This is an optimization exercise on Yosys and OpenROAD, whose aim is small area, not a production implementation. In this exercise RTL edits were held to simulation tests only and were not proved equivalent to the original. Power and IR drop assume default switching activity.

## branch_predictor
module branch_predictor #(
    parameter int ENTRIES = 64,
    parameter int TAG_W   = 8,
    parameter int GHR_W   = 6
) (
    input  logic             clk,
    input  logic             reset,
    input  logic [31:0]      IF_pc,
    output logic             pred_taken,
    output logic [31:0]      pred_target,
    output logic             pred_hit,
    output logic [GHR_W-1:0] pred_ghr,
    input  logic             upd_valid,
    input  logic [31:0]      upd_pc,
    input  logic             upd_taken,
    input  logic [31:0]      upd_target,
    input  logic             upd_is_cond,
    input  logic             upd_mispred,
    input  logic [GHR_W-1:0] upd_ghr,
    output logic [31:0]      mispred_cnt
);
    localparam int IDX_W = $clog2(ENTRIES);
    logic [ENTRIES-1:0] valid_r;
    logic [TAG_W-1:0]   tag_r     [ENTRIES];
    logic [31:0]        target_r  [ENTRIES];
    logic [ENTRIES-1:0] is_cond_r;
    logic [1:0]         ctr_r     [ENTRIES];
    logic [31:0]        mispred_cnt_r;
    logic [IDX_W-1:0]  if_idx_s, upd_idx_s;
    logic [TAG_W-1:0]  if_tag_s, upd_tag_s;
    logic [ENTRIES-1:0] if_sel_s, upd_sel_s;
    assign if_idx_s  = IF_pc[IDX_W+1:2];
    assign if_tag_s  = IF_pc[IDX_W+1+TAG_W:IDX_W+2];
    assign upd_idx_s = upd_pc[IDX_W+1:2];
  ...
Size: ~5400 cells after synthesis, ~2800 flip-flops, about 180 I/O pins, ~0.10 mm2 of cells after synthesis.
==> module bp_nand4, before the edit <==
module bp_nand4 (
    input  logic [3:0] a,
    output logic       y
);
    assign y = !(&a);
endmodule
==> module bp_nor2, before the edit <==
module bp_nor2 (
    input  logic [1:0] a,
    output logic       y_n
);
    assign y_n = !(|a);
endmodule
==> module bp_rd64, before the edit <==
module bp_rd64 (
    input  logic [63:0] s,
    input  logic [63:0] d,
    output logic        y
);
    logic [21:0] g_n;
    logic [5:0]  h;
    logic [2:0]  m_n;
    for (genvar k = 0; k < 21; k++) begin : g
        bp_aoi3 u (.s(s[3*k+2:3*k]), .d(d[3*k+2:3*k]), .y_n(g_n[k]));
    end
    assign g_n[21] = !(s[63] & d[63]);
    for (genvar k = 0; k < 5; k++) begin : t1
        bp_nand4 u (.a(g_n[4*k+3:4*k]), .y(h[k]));
    end
    assign h[5] = !(g_n[20] & g_n[21]);
    for (genvar k = 0; k < 3; k++) begin : t2
        bp_nor2 u (.a(h[2*k+1:2*k]), .y_n(m_n[k]));
    end
    assign y = !(&m_n);
endmodule
Settings: LEC_CHECK=0, CAP_MARGIN=20, CORE_MARGIN=2, CORE_UTILIZATION=60, CTS_BUF_LIST=sky130_fd_sc_hd__clkbuf_8, CTS_CLUSTER_DIAMETER=55, CTS_CLUSTER_SIZE=18, PLACE_DENSITY=0.7, SETUP_SLACK_MARGIN=0.15, SLEW_MARGIN=20, SYNTH_HIERARCHICAL=1, SYNTH_MINIMUM_KEEP_SIZE=0; clock period 7.0 ns.
standard.sh (not shown) runs the stock make flow with config.mk's settings and CLKGATE_MAP_FILE= SYNTH_SCRIPT=/design/flow/synth_recipe.tcl, a recipe that flattens the netlist after the stock synthesis.
==> flow/flow/run.sh <==
#!/bin/bash
# The standard layout, with plain buffers on the ports and no CTS dummy loads.
set -euo pipefail
export BUFFER_PORTS_ARGS="-buffer_cell sky130_fd_sc_hd__buf_2"
export CTS_ARGS="-sink_clustering_enable -repair_clock_nets -dont_use_dummy_load -sink_clustering_size 18 -sink_clustering_max_diameter 55 -buf_list sky130_fd_sc_hd__clkbuf_8"
bash standard.sh > standard_flow.log 2>&1
Rerun with:
--- a/flow/design.v
+++ b/flow/design.v
@@ -2,44 +2,23 @@
     input  logic [2:0] s,
     input  logic [2:0] d,
     output logic       y_n
 );
     assign y_n = !((s[0] & d[0]) | (s[1] & d[1]) | (s[2] & d[2]));
 endmodule
-module bp_nand4 (
-    input  logic [3:0] a,
-    output logic       y
-);
-    assign y = !(&a);
-endmodule
-module bp_nor2 (
-    input  logic [1:0] a,
-    output logic       y_n
-);
-    assign y_n = !(|a);
-endmodule
 module bp_rd64 (
     input  logic [63:0] s,
     input  logic [63:0] d,
     output logic        y
 );
     logic [21:0] g_n;
-    logic [5:0]  h;
-    logic [2:0]  m_n;
     for (genvar k = 0; k < 21; k++) begin : g
         bp_aoi3 u (.s(s[3*k+2:3*k]), .d(d[3*k+2:3*k]), .y_n(g_n[k]));
     end
     assign g_n[21] = !(s[63] & d[63]);
-    for (genvar k = 0; k < 5; k++) begin : t1
-        bp_nand4 u (.a(g_n[4*k+3:4*k]), .y(h[k]));
-    end
-    assign h[5] = !(g_n[20] & g_n[21]);
-    for (genvar k = 0; k < 3; k++) begin : t2
-        bp_nor2 u (.a(h[2*k+1:2*k]), .y_n(m_n[k]));
-    end
-    assign y = !(&m_n);
+    assign y = !(&g_n);
 endmodule
 module bp_dec6 (
     input  logic [5:0]  a,
     output logic [63:0] y
 );
     logic [7:0] lo, hi;
Result: The changed run produced a clean layout; clock power decreases slightly; cell area is lower slightly; wire length decreases by roughly a tenth; flip-flop and latch count does not change; non-clock buffer count shrinks by 34; die area fell slightly; count of clock-buffer cells in the layout stays the same; utilization is lower by 0.12 points.

-- afterwards: timing with drivers on the ports --
The flow's constraints put no driver on any port. The routed layouts listed below were extracted and timed again, unchanged, in two steps. Step 1 sets driving cells, clkbuf_16 on the clock port and buf_2 on the other inputs (assumed; they add their load-dependent delay and slew). Step 2, shift: input delay + t, output delay - t, t = (earliest + latest rising clock arrival at the registers) / 2. This alone moves slack from input paths to output paths. Three values: ideal ports, drivers, drivers and shift; two values: the first two.
run	t (ns)	slack for setup (ns)	hold slack, ns	cell pins on the clock port's net
the first run	1.030	0.198 / 0.073 / 0.073	0.503 / 0.503 / 0.503	1
the second run	1.044	0.258 / 0.159 / 0.159	0.505 / 0.505 / 0.505	1
After both steps setup and hold are still met in every run listed. The setup slack of the first run, which loses most, moves by -0.125 ns with the drivers and by -0.125 ns with both steps.
